What follows belongs to an exercise in optimizing a design on an open flow for a short achievable clock period and few clock cycles; a production flow would make more cautious choices. Only simulation tests tie the RTL to the original design; equivalence was not proved. Power figures rest on the tool's default switching activity, not on a simulated workload.

[flow/constraint.sdc]
create_clock -name core_clock -period 9.0 [get_ports {clk_50MHz}]
set_input_delay 1.8000 -clock core_clock [delete_from_list [all_inputs] [get_ports {clk_50MHz}]]
set_output_delay 1.8000 -clock core_clock [all_outputs]
set_load 0.01 [all_outputs]
[flow/config.mk]
export PLATFORM = sky130hd
export DESIGN_NAME = y86Core
export DESIGN_NICKNAME = y86Core
export VERILOG_FILES = /design/flow/design.v
export SDC_FILE = /design/flow/constraint.sdc
export NUM_CORES = 4
export LEC_CHECK = 0
export CAP_MARGIN = 20
export CORE_MARGIN = 2
export CORE_UTILIZATION = 40
export SLEW_MARGIN = 20
[flow/design.v]
package y86Pkg;
    localparam int WordW   = 32;
    localparam int RegIdxW = 4;
    localparam int NumRegs = 8;
    localparam logic [RegIdxW-1:0] RegNone = 4'hF;
    typedef enum logic [3:0] {
        IHalt  = 4'h0,
        INop   = 4'h1,
        IRrmov = 4'h2,
        IIrmov = 4'h3,
        IRmmov = 4'h4,
        IMrmov = 4'h5,
        IOp    = 4'h6,
        IJxx   = 4'h7
    } opcodeT;
    typedef enum logic [3:0] {
        AluAdd = 4'h0,
        AluSub = 4'h1,
        AluAnd = 4'h2,
        AluXor = 4'h3
    } aluOpT;
    typedef enum logic [3:0] {
        CondAlways = 4'h0,
        CondLe     = 4'h1,
        CondL      = 4'h2,
        CondE      = 4'h3,
        CondNe     = 4'h4,
        CondGe     = 4'h5,
        CondG      = 4'h6
    } condT;
    typedef struct packed {
        logic zf;
        logic sf;
        logic of;
    } ccT;
    typedef struct packed {
        opcodeT             icode;
        logic [3:0]         ifun;
        logic [RegIdxW-1:0] rA;
        logic [RegIdxW-1:0] rB;
        logic [WordW-1:0]   valC;
        logic [WordW-1:0]   valP;
    } instrT;
    typedef enum logic [1:0] {
        StatAok = 2'd0,
        StatHlt = 2'd1,
        StatIns = 2'd2
    } cpuStatusT;
    typedef enum logic [3:0] {
        SFetch,
        SDecode,
        SExecute,
        SMemAddr,
        SMemWait,
        SWriteBack,
        SPcUpdate,
        SHalt
    } ctrlStateT;
endpackage
`timescale 1ns/100ps
module y86Control (
    input  logic              clk_50MHz,
    input  logic              reset_regs,
    input  y86Pkg::instrT     instr_i,
    input  logic              condTrue_i,
    input  logic              fetchDone_i,
    input  logic              dataDone_i,
    output logic              fetchReq_o,
    output logic              loadPc_o,
    output logic              pcFromValC_o,
    output logic              regWrite_o,
    output logic              regDstFromRa_o,
    output logic              regWdataFromMem_o,
    output logic              aluAFromValC_o,
    output logic              aluBZero_o,
    output logic              loadCc_o,
    output logic              loadMar_o,
    output logic              loadMdr_o,
    output logic              dataReq_o,
    output logic              dataWrite_o,
    output y86Pkg::cpuStatusT status_o,
    output logic              halted_o
);
    y86Pkg::ctrlStateT state;
    y86Pkg::ctrlStateT nextState;
    y86Pkg::opcodeT    icode;
    logic              validOp;
    logic              isMem;
    assign icode   = instr_i.icode;
    assign validOp = (icode == y86Pkg::IHalt) || (icode == y86Pkg::INop) ||
                     (icode == y86Pkg::IRrmov) || (icode == y86Pkg::IIrmov) ||
                     (icode == y86Pkg::IRmmov) || (icode == y86Pkg::IMrmov) ||
                     (icode == y86Pkg::IOp) || (icode == y86Pkg::IJxx);
    assign isMem   = (icode == y86Pkg::IRmmov) || (icode == y86Pkg::IMrmov);
    always_comb begin
        case (state)
            y86Pkg::SFetch:     nextState = fetchDone_i ? y86Pkg::SDecode : y86Pkg::SFetch;
            y86Pkg::SDecode:    nextState = (validOp && icode != y86Pkg::IHalt) ?
                                            y86Pkg::SExecute : y86Pkg::SHalt;
            y86Pkg::SExecute:   nextState = isMem ? y86Pkg::SMemAddr : y86Pkg::SWriteBack;
            y86Pkg::SMemAddr:   nextState = y86Pkg::SMemWait;
            y86Pkg::SMemWait:   nextState = dataDone_i ? y86Pkg::SWriteBack : y86Pkg::SMemWait;
            y86Pkg::SWriteBack: nextState = y86Pkg::SPcUpdate;
            y86Pkg::SPcUpdate:  nextState = y86Pkg::SFetch;
            default:            nextState = y86Pkg::SHalt;
        endcase
    end
    always_ff @(posedge clk_50MHz or posedge reset_regs) begin
        if (reset_regs) begin
            state    <= y86Pkg::SFetch;
            status_o <= y86Pkg::StatAok;
        end else begin
            state <= nextState;
            if (state == y86Pkg::SDecode) begin
                if (!validOp) begin
                    status_o <= y86Pkg::StatIns;
                end else if (icode == y86Pkg::IHalt) begin
                    status_o <= y86Pkg::StatHlt;
                end
            end
        end
    end
    assign fetchReq_o  = (state == y86Pkg::SFetch);
    assign loadCc_o    = (state == y86Pkg::SExecute) && (icode == y86Pkg::IOp);
    assign loadMar_o   = (state == y86Pkg::SMemAddr);
    assign loadMdr_o   = (state == y86Pkg::SMemAddr) && (icode == y86Pkg::IRmmov);
    assign dataReq_o   = (state == y86Pkg::SMemWait);
    assign dataWrite_o = (icode == y86Pkg::IRmmov);
    assign loadPc_o    = (state == y86Pkg::SPcUpdate);
    assign halted_o    = (state == y86Pkg::SHalt);
    assign pcFromValC_o = (icode == y86Pkg::IJxx) && condTrue_i;
    assign aluAFromValC_o    = (icode == y86Pkg::IIrmov) || (icode == y86Pkg::IRmmov) ||
                               (icode == y86Pkg::IMrmov);
    assign aluBZero_o        = (icode == y86Pkg::IRrmov) || (icode == y86Pkg::IIrmov);
    assign regDstFromRa_o    = (icode == y86Pkg::IMrmov);
    assign regWdataFromMem_o = (icode == y86Pkg::IMrmov);
    always_comb begin
        regWrite_o = 1'b0;
        if (state == y86Pkg::SWriteBack) begin
            case (icode)
                y86Pkg::IRrmov: regWrite_o = condTrue_i;
                y86Pkg::IIrmov,
                y86Pkg::IOp,
                y86Pkg::IMrmov: regWrite_o = 1'b1;
                default:        regWrite_o = 1'b0;
            endcase
        end
    end
endmodule
`timescale 1ns/100ps
module fetchUnit (
    input  logic          clk_50MHz,
    input  logic          reset_regs,
    input  logic          fetchReq_i,
    input  logic          loadPc_i,
    input  logic          pcFromValC_i,
    output logic                     busReq_o,
    output logic                     busWrite_o,
    output logic [y86Pkg::WordW-1:0] busAddr_o,
    output logic [7:0]               busWdata_o,
    input  logic [7:0]               busRdata_i,
    input  logic                     busAck_i,
    output y86Pkg::instrT instr_o,
    output logic          fetchDone_o
);
    logic [y86Pkg::WordW-1:0] pc;
    logic [2:0]               byteCnt;
    logic                     busy;
    logic [7:0]               byteBuf [6];
    logic [3:0]               curIcode;
    logic                     lastByte;
    function automatic logic [2:0] instrLen(input logic [3:0] icode);
        case (icode)
            y86Pkg::IRrmov, y86Pkg::IOp:                    instrLen = 3'd2;
            y86Pkg::IIrmov, y86Pkg::IRmmov, y86Pkg::IMrmov: instrLen = 3'd6;
            y86Pkg::IJxx:                                   instrLen = 3'd5;
            default:                                        instrLen = 3'd1;
        endcase
    endfunction
    assign curIcode = (byteCnt == 3'd0) ? busRdata_i[7:4] : byteBuf[0][7:4];
    assign lastByte = (byteCnt + 3'd1) == instrLen(curIcode);
    assign busReq_o   = busy;
    assign busWrite_o = 1'b0;
    assign busWdata_o = '0;
    assign busAddr_o  = pc + {{(y86Pkg::WordW-3){1'b0}}, byteCnt};
    always_ff @(posedge clk_50MHz or posedge reset_regs) begin
        if (reset_regs) begin
            busy        <= 1'b0;
            byteCnt     <= '0;
            fetchDone_o <= 1'b0;
        end else begin
            fetchDone_o <= 1'b0;
            if (busy) begin
                if (busAck_i) begin
                    if (lastByte) begin
                        busy        <= 1'b0;
                        fetchDone_o <= 1'b1;
                    end else begin
                        byteCnt <= byteCnt + 3'd1;
                    end
                end
            end else if (fetchReq_i && !fetchDone_o) begin
                busy    <= 1'b1;
                byteCnt <= '0;
            end
        end
    end
    always_ff @(posedge clk_50MHz) begin
        if (busy && busAck_i) begin
            byteBuf[byteCnt] <= busRdata_i;
        end
    end
    always_ff @(posedge clk_50MHz or posedge reset_regs) begin
        if (reset_regs) begin
            pc <= '0;
        end else if (loadPc_i) begin
            pc <= pcFromValC_i ? instr_o.valC : instr_o.valP;
        end
    end
    always_comb begin
        instr_o.icode = y86Pkg::opcodeT'(byteBuf[0][7:4]);
        instr_o.ifun  = byteBuf[0][3:0];
        instr_o.rA    = byteBuf[1][7:4];
        instr_o.rB    = byteBuf[1][3:0];
        if (byteBuf[0][7:4] == y86Pkg::IJxx) begin
            instr_o.valC = {byteBuf[4], byteBuf[3], byteBuf[2], byteBuf[1]};
        end else begin
            instr_o.valC = {byteBuf[5], byteBuf[4], byteBuf[3], byteBuf[2]};
        end
        instr_o.valP = pc + {{(y86Pkg::WordW-3){1'b0}}, instrLen(byteBuf[0][7:4])};
    end
endmodule
`timescale 1ns/100ps
module regFile (
    input  logic                       clk_50MHz,
    input  logic                       reset_regs,
    input  logic [y86Pkg::RegIdxW-1:0] srcA_i,
    input  logic [y86Pkg::RegIdxW-1:0] srcB_i,
    input  logic [y86Pkg::RegIdxW-1:0] dst_i,
    input  logic                       write_i,
    input  logic [y86Pkg::WordW-1:0]   wdata_i,
    output logic [y86Pkg::WordW-1:0]   valA_o,
    output logic [y86Pkg::WordW-1:0]   valB_o
);
    logic [y86Pkg::WordW-1:0] regs [y86Pkg::NumRegs];
    always_ff @(posedge clk_50MHz or posedge reset_regs) begin
        if (reset_regs) begin
            for (int i = 0; i < y86Pkg::NumRegs; i++) begin
                regs[i] <= '0;
            end
        end else if (write_i && dst_i != y86Pkg::RegNone) begin
            regs[dst_i[2:0]] <= wdata_i;
        end
    end
    assign valA_o = (srcA_i == y86Pkg::RegNone) ? '0 : regs[srcA_i[2:0]];
    assign valB_o = (srcB_i == y86Pkg::RegNone) ? '0 : regs[srcB_i[2:0]];
endmodule
`timescale 1ns/100ps
module aluUnit (
    input  logic                     clk_50MHz,
    input  logic                     reset_regs,
    input  y86Pkg::instrT            instr_i,
    input  logic [y86Pkg::WordW-1:0] valA_i,
    input  logic [y86Pkg::WordW-1:0] valB_i,
    input  logic                     aFromValC_i,
    input  logic                     bZero_i,
    input  logic                     loadCc_i,
    output logic [y86Pkg::WordW-1:0] valE_o,
    output logic                     condTrue_o
);
    localparam int Msb = y86Pkg::WordW - 1;
    logic [y86Pkg::WordW-1:0] aluA;
    logic [y86Pkg::WordW-1:0] aluB;
    y86Pkg::aluOpT            aluOp;
    y86Pkg::ccT               cc;
    y86Pkg::ccT               ccNext;
    assign aluA  = aFromValC_i ? instr_i.valC : valA_i;
    assign aluB  = bZero_i ? '0 : valB_i;
    assign aluOp = (instr_i.icode == y86Pkg::IOp) ? y86Pkg::aluOpT'(instr_i.ifun)
                                                  : y86Pkg::AluAdd;
    always_comb begin
        ccNext.of = 1'b0;
        case (aluOp)
            y86Pkg::AluSub: begin
                valE_o    = aluB - aluA;
                ccNext.of = (aluB[Msb] != aluA[Msb]) && (valE_o[Msb] != aluB[Msb]);
            end
            y86Pkg::AluAnd: valE_o = aluB & aluA;
            y86Pkg::AluXor: valE_o = aluB ^ aluA;
            default: begin
                valE_o    = aluB + aluA;
                ccNext.of = (aluA[Msb] == aluB[Msb]) && (valE_o[Msb] != aluA[Msb]);
            end
        endcase
        ccNext.zf = (valE_o == '0);
        ccNext.sf = valE_o[Msb];
    end
    always_ff @(posedge clk_50MHz or posedge reset_regs) begin
        if (reset_regs) begin
            cc <= '0;
        end else if (loadCc_i) begin
            cc <= ccNext;
        end
    end
    always_comb begin
        case (instr_i.ifun)
            y86Pkg::CondAlways: condTrue_o = 1'b1;
            y86Pkg::CondLe:     condTrue_o = (cc.sf ^ cc.of) | cc.zf;
            y86Pkg::CondL:      condTrue_o = cc.sf ^ cc.of;
            y86Pkg::CondE:      condTrue_o = cc.zf;
            y86Pkg::CondNe:     condTrue_o = !cc.zf;
            y86Pkg::CondGe:     condTrue_o = !(cc.sf ^ cc.of);
            y86Pkg::CondG:      condTrue_o = !(cc.sf ^ cc.of) && !cc.zf;
            default:            condTrue_o = 1'b0;
        endcase
    end
endmodule
`timescale 1ns/100ps
module memUnit (
    input  logic                     clk_50MHz,
    input  logic                     reset_regs,
    input  logic                     fetchReq_i,
    input  logic                     fetchWrite_i,
    input  logic [y86Pkg::WordW-1:0] fetchAddr_i,
    input  logic [7:0]               fetchWdata_i,
    output logic [7:0]               fetchRdata_o,
    output logic                     fetchAck_o,
    input  logic [y86Pkg::WordW-1:0] valE_i,
    input  logic [y86Pkg::WordW-1:0] valA_i,
    input  logic                     loadMar_i,
    input  logic                     loadMdr_i,
    input  logic                     dataReq_i,
    input  logic                     dataWrite_i,
    input  logic [7:0]               memRdata_i,
    input  logic                     memReady_i,
    output logic [y86Pkg::WordW-1:0] memAddr_o,
    output logic                     memRead_o,
    output logic                     memWrite_o,
    output logic [7:0]               memWdata_o,
    output logic [y86Pkg::WordW-1:0] valM_o,
    output logic                     dataDone_o
);
    logic [y86Pkg::WordW-1:0] mar;
    logic [y86Pkg::WordW-1:0] mdr;
    logic                     busy;
    logic                     isWrite;
    logic [1:0]               byteIdx;
    logic                     dataAck;
    assign dataAck = busy && memReady_i;
    assign memAddr_o  = busy ? mar + {{(y86Pkg::WordW-2){1'b0}}, byteIdx} : fetchAddr_i;
    assign memRead_o  = busy ? !isWrite : fetchReq_i && !fetchWrite_i;
    assign memWrite_o = busy ? isWrite : fetchReq_i && fetchWrite_i;
    assign memWdata_o = busy ? mdr[8*byteIdx +: 8] : fetchWdata_i;
    assign fetchRdata_o = memRdata_i;
    assign fetchAck_o   = !busy && fetchReq_i && memReady_i;
    always_ff @(posedge clk_50MHz) begin
        if (loadMar_i) begin
            mar <= valE_i;
        end
        if (loadMdr_i) begin
            mdr <= valA_i;
        end
        if (dataAck && !isWrite) begin
            valM_o[8*byteIdx +: 8] <= memRdata_i;
        end
    end
    always_ff @(posedge clk_50MHz or posedge reset_regs) begin
        if (reset_regs) begin
            busy       <= 1'b0;
            isWrite    <= 1'b0;
            byteIdx    <= '0;
            dataDone_o <= 1'b0;
        end else begin
            dataDone_o <= 1'b0;
            if (busy) begin
                if (memReady_i) begin
                    byteIdx <= byteIdx + 2'd1;
                    if (byteIdx == 2'd3) begin
                        busy       <= 1'b0;
                        dataDone_o <= 1'b1;
                    end
                end
            end else if (dataReq_i && !dataDone_o) begin
                busy    <= 1'b1;
                isWrite <= dataWrite_i;
                byteIdx <= '0;
            end
        end
    end
endmodule
`timescale 1ns/100ps
module y86Core (
    input  logic                     clk_50MHz,
    input  logic                     reset_regs,
    output logic [y86Pkg::WordW-1:0] memAddr_o,
    output logic                     memRead_o,
    output logic                     memWrite_o,
    output logic [7:0]               memWdata_o,
    input  logic [7:0]               memRdata_i,
    input  logic                     memReady_i,
    output y86Pkg::cpuStatusT        status_o,
    output logic                     halted_o
);
    y86Pkg::instrT              instr;
    logic [y86Pkg::WordW-1:0]   valA;
    logic [y86Pkg::WordW-1:0]   valB;
    logic [y86Pkg::WordW-1:0]   valE;
    logic [y86Pkg::WordW-1:0]   valM;
    logic [y86Pkg::WordW-1:0]   regWdata;
    logic [y86Pkg::RegIdxW-1:0] regDst;
    logic fetchReq, fetchDone, loadPc, pcFromValC;
    logic regWrite, regDstFromRa, regWdataFromMem;
    logic aluAFromValC, aluBZero, loadCc, condTrue;
    logic loadMar, loadMdr, dataReq, dataWrite, dataDone;
    logic                       busReq, busWrite, busAck;
    logic [y86Pkg::WordW-1:0]   busAddr;
    logic [7:0]                 busWdata, busRdata;
    assign regDst   = regDstFromRa ? instr.rA : instr.rB;
    assign regWdata = regWdataFromMem ? valM : valE;
    y86Control control (
        .clk_50MHz, .reset_regs, .instr_i(instr), .condTrue_i(condTrue),
        .fetchDone_i(fetchDone), .dataDone_i(dataDone), .fetchReq_o(fetchReq),
        .loadPc_o(loadPc), .pcFromValC_o(pcFromValC), .regWrite_o(regWrite),
        .regDstFromRa_o(regDstFromRa), .regWdataFromMem_o(regWdataFromMem),
        .aluAFromValC_o(aluAFromValC), .aluBZero_o(aluBZero), .loadCc_o(loadCc),
        .loadMar_o(loadMar), .loadMdr_o(loadMdr), .dataReq_o(dataReq),
        .dataWrite_o(dataWrite), .status_o, .halted_o
    );
    fetchUnit fetch (
        .clk_50MHz, .reset_regs, .fetchReq_i(fetchReq), .loadPc_i(loadPc),
        .pcFromValC_i(pcFromValC), .busReq_o(busReq),
        .busWrite_o(busWrite), .busAddr_o(busAddr), .busWdata_o(busWdata),
        .busRdata_i(busRdata), .busAck_i(busAck), .instr_o(instr),
        .fetchDone_o(fetchDone)
    );
    regFile regs (
        .clk_50MHz, .reset_regs, .srcA_i(instr.rA), .srcB_i(instr.rB), .dst_i(regDst),
        .write_i(regWrite), .wdata_i(regWdata), .valA_o(valA), .valB_o(valB)
    );
    aluUnit alu (
        .clk_50MHz, .reset_regs, .instr_i(instr), .valA_i(valA), .valB_i(valB),
        .aFromValC_i(aluAFromValC), .bZero_i(aluBZero), .loadCc_i(loadCc),
        .valE_o(valE), .condTrue_o(condTrue)
    );
    memUnit mem (
        .clk_50MHz, .reset_regs, .fetchReq_i(busReq),
        .fetchWrite_i(busWrite), .fetchAddr_i(busAddr), .fetchWdata_i(busWdata),
        .fetchRdata_o(busRdata), .fetchAck_o(busAck), .valE_i(valE),
        .valA_i(valA), .loadMar_i(loadMar), .loadMdr_i(loadMdr), .dataReq_i(dataReq),
        .dataWrite_i(dataWrite), .memRdata_i, .memReady_i, .memAddr_o, .memRead_o,
        .memWrite_o, .memWdata_o, .valM_o(valM), .dataDone_o(dataDone)
    );
endmodule
[flow/run.sh]
#!/bin/bash
# synth_recipe.tcl (not shown) runs the flow's synth.tcl, then flattens the netlist and writes it again
# the make line also repeats each setting of config.mk as NAME=value (left out here)
make -C /OpenROAD-flow-scripts/flow DESIGN_CONFIG=/design/flow/config.mk WORK_HOME=/design/flow/orfs CLKGATE_MAP_FILE= SYNTH_SCRIPT=/design/flow/synth_recipe.tcl finish
==> impl_results.md <==
- Worst slew pin tran: 1180 ps
- CTS Buf Count: 49
- Initial drt markers: 3165
- Fraction of registers with async set/reset: 68.0%
- Tot Pwr: 0.00661 W
- Avg Inst Size Synth: 8.49 sq um
- VDD IR max: 0.154 mV
- Vias: 26700
- Remaining Overflow, GRT: 0
- Routed Antenna Nets: 0
- H-tree lvl count: 2
- FMAX: 0.142 GHz
- Synth Net Count: 3537
- YS warnings: 6
- Post-Route WL: 110 mm
- Nets: 3480
- I/O Buffers: 55
- Number of core rows: 99
- Worst Path Max Fanout: 52
- Die X: 274 microns
- WS Path Type: flip-flop to flip-flop
- Wl on met1: 48.2 mm
- Clock root buffer: clkbuf_16
- CTS tree: done
- Share of layout cells above drive strength 1: 9.17%
- All-Layer GR Usage: 29.0%
- Final Skew: 73.3 ps
- Post-CTS Setup Inserts: 0
- Fin util: 44.8%
- RSZ-0062 raised after global routing: no
- Top Metal Used: met5
- Post-layout minimum cycle time: 7020 ps
- Vias in the first global route: 24800
- Clock Path Buffers: 3
- PwrDens: 203 nW/um^2
- Final HPWL DP: 79.6 mm
- Worst Path Required: 9510 ps
- Mapped Area: 29200 sq um
- Core Footprint: 72600 sq um
- Fillers: 7279
- Top FF cell, synth: dfrtp_1
- #FFs+latches synth: 450
- CP Launch Type: flip-flop
- Total negative setup slack: 0 ps
- Slew headroom: 19.3%
- Initial Util: 40.3%
- Avg Vias per Cell: 6.08
- DR WL met2: 47.5 mm
- Largest net degree at the start of global routing: 79
- Arr. time, crit path: 7530 ps
- CTS Sinks: 450
- Post-cts sizing count: 0
- Yosys cell types: 97
- Routability Congestion: 0.981
- Worst setup EP type: flip-flop
- Outcome: finished clean
- Fin. max-slew vios: 0
- First-pass GRT wire length: 164 mm
- P&R area growth vs syn: 11.3%
- First drt pass iteration count: 6
- Die Area: 75200 sq um
- Hold_buf cts: 0
- Clk Latency, worst-skew pair: 650 ps
- Initial antenna violation count: 3
- Part of the cycle the worst path needs: 78.0%
- Height of the die: 274 microns
- Seq/Total Area, Yosys: 41.0%
- Syn Inst Count: 3443
- Final setup violation count: 0
- EDFF count, synth: 144
- Max cap viols: 0
- Drt wl/cell: 25.2 microns
- Fin. Hold Viols: 0
- Leakage power: 13.5 nW
- Wire length on met3: 10.0 mm
- Hold WC Path Type: flip-flop to flip-flop
- # DRC: 0
- Number of top-level pins: 56
- Clk slew on worst S/H paths: 60 ps
==> logic make-up (layout without fill, tap and decap cells) <==
| group | after synthesis | in the layout | synth area share, % |
|---|---|---|---|
| and+or+nand+nor | 1131 | 1131 | 17.1 |
| muxes | 181 | 181 | 7.24 |
| DFF | 450 | 450 | 41.0 |
| AOI/OAI and AO/OA | 1102 | 1102 | 22.9 |
| adders and majority gates | 83 | 83 | 3.68 |
| buffers and inverters | 410 | 393 | 5.42 |
| xor gates and xnor gates | 86 | 86 | 2.58 |
| other | 0 | 1 | 0 |
==> metrics by stage <==
step / hold slack, ps / cell area, sq um / setup slack, ps / cells
after floorplan: 450 / 29200 / 3130 / 3443
after global placement: 463 / 30700 / 2280 / 4293
after detailed placement: 471 / 30700 / 2260 / 4293
after CTS: 485 / 32500 / 2250 / 4384
after global routing: 502 / 32500 / 1680 / 4385
final: 481 / 32500 / 1980 / 4386
==> layout by cell type (no fill, tap or decap), types with 20 or more instances in the layout <==
cell type,netlist,routed
inv_1,173,172
nor2_1,254,249
a22oi_1,23,23
clkbuf_16,0,51
o22ai_1,46,45
nor3_1,73,70
a21oi_1,344,343
buf_4,3,67
and2_1,25,25
a221oi_1,31,31
a22o_1,52,52
clkdlybuf4s50_1,0,55
o211ai_1,25,25
xor2_1,34,34
a21o_1,24,24
nand3_1,91,90
edfxtp_1,144,144
dfrtp_1,306,305
nor2b_1,20,20
mux2_2,80,80
mux2i_1,84,82
o21a_1,24,24
nand2b_1,22,22
o21ai_0,372,369
o31ai_1,26,26
nand4_1,20,20
ha_1,78,78
xnor2_1,52,52
nand2_1,527,518
==> power by group <==
group          total, W  internal (W)  leakage, nW  switching [W]
sequential      0.00264       0.00240         5.55       0.000240
combinational   0.00172      0.000651         7.05        0.00107
clock           0.00225       0.00133        0.871       0.000918
==> cell usage after synthesis (20+ instances only) <==
| library cell | number | area, sq um |
|---|---|---|
| dfrtp_1 | 306 | 7660 |
| nor2b_1 | 20 | 125 |
| nor2_1 | 254 | 953 |
| ha_1 | 78 | 976 |
| nand3_1 | 91 | 455 |
| inv_1 | 173 | 649 |
| o21ai_0 | 372 | 1860 |
| clkbuf_1 | 183 | 687 |
| a22oi_1 | 23 | 173 |
| a22o_1 | 52 | 455 |
| o22ai_1 | 46 | 288 |
| o21a_1 | 24 | 180 |
| nor3_1 | 73 | 365 |
| a221oi_1 | 31 | 272 |
| nand4_1 | 20 | 125 |
| a21o_1 | 24 | 180 |
| nand2b_1 | 22 | 138 |
| and2_1 | 25 | 156 |
| buf_1 | 29 | 109 |
| nand2_1 | 527 | 1980 |
| a21oi_1 | 344 | 1720 |
| edfxtp_1 | 144 | 4320 |
| o211ai_1 | 25 | 188 |
| xnor2_1 | 52 | 455 |
| xor2_1 | 34 | 298 |
| mux2_2 | 80 | 901 |
| o31ai_1 | 26 | 195 |
| mux2i_1 | 84 | 841 |
==> critical path: stages (launching register included) <==
cell      delay, ps
edfxtp_1        350
buf_4           640
buf_4           550
mux2_2          400
a22o_1          180
a21oi_1         350
nor3_1          180
ha_1            550
inv_1           150
a21oi_1         110
o31ai_1         590
or3_1           260
o21ai_0         150
nor2_1          380
nor2b_1         190
o31ai_1          70
a32oi_1         750
a21oi_1         550
mux2_2          430
==> state kept, by name, indices dropped and copies added (netlist names) <==
register and count:
alu.cc 3, control.state 3, control.status_o 2, fetch.busy 1, fetch.byteBuf 48, fetch.byteCnt 3
fetch.fetchDone_o 1, fetch.pc 32, mem.busy 1, mem.byteIdx 2, mem.dataDone_o 1, mem.isWrite 1
mem.mar 32, mem.mdr 32, mem.valM_o 32, regs.regs 256
==> per-layer routing <==
metal	up-vias	global-route usage (%)
li1	12200	-
met1	12900	41.3
met2	1353	43.6
met3	228	5.11
met4	4	11.4
met5	-	0
==> path summary, 6_finish.rpt <==
check                               startpoint                to  slack (ps)  cells past startpoint
min                            regs.regs[1][6]   regs.regs[1][6]         480                      2
min in group asynchronous           reset_regs   regs.regs[2][7]        1500                      2
max                        fetch.byteBuf[1][0]  regs.regs[2][25]        1980                     18
max in group asynchronous           reset_regs  regs.regs[6][12]        5410                      4
max reg2reg                fetch.byteBuf[1][0]  regs.regs[2][25]        1980                     18
min reg2reg                    regs.regs[1][6]   regs.regs[1][6]         480                      2
==> final cells by class <==
type,count,area [sq um],area share [%]
Tap cell,959,1200,3.69
Clock inverter,24,385,1.19
Clock buffer,67,1400,4.29
Inverter,177,668,2.05
Timing Repair Buffer,125,1110,3.42
Sequential cell,450,12000,36.9
Antenna cell,1,2.50,0.00770
Multi-Input combinational cell,2583,15800,48.5
Testbench counts, summed over its fixed seeds: cycles 111,879.

==> static timing again, ports no longer ideal <==
How much do the figures lean on ideal ports? The routed layout below was timed once more, with nothing changed but the port constraints.
Step 1, drivers: a clkbuf_16 drives clk_50MHz and a buf_2 each remaining input, both assumed.
Step 2 adds t to the input delays and takes it off the output delays; t is the mean of the earliest and latest rising clock arrival at the registers after step 1. Input paths then give back, and output paths get back, about the clock's delay inside the block.
Three values: no drivers, after step 1, after step 2; two values: the first two.
t (ns): 0.673
slack for setup (ns): 1.982 / 1.982 / 1.982
worst hold slack (ns): 0.481 / 0.481 / 0.481
worst slew at a driven data input, ns: 0.04
After both steps setup and hold are still met in this run. For this run, drivers alone change the setup slack by 0.000 ns; drivers and shift together by 0.000 ns.
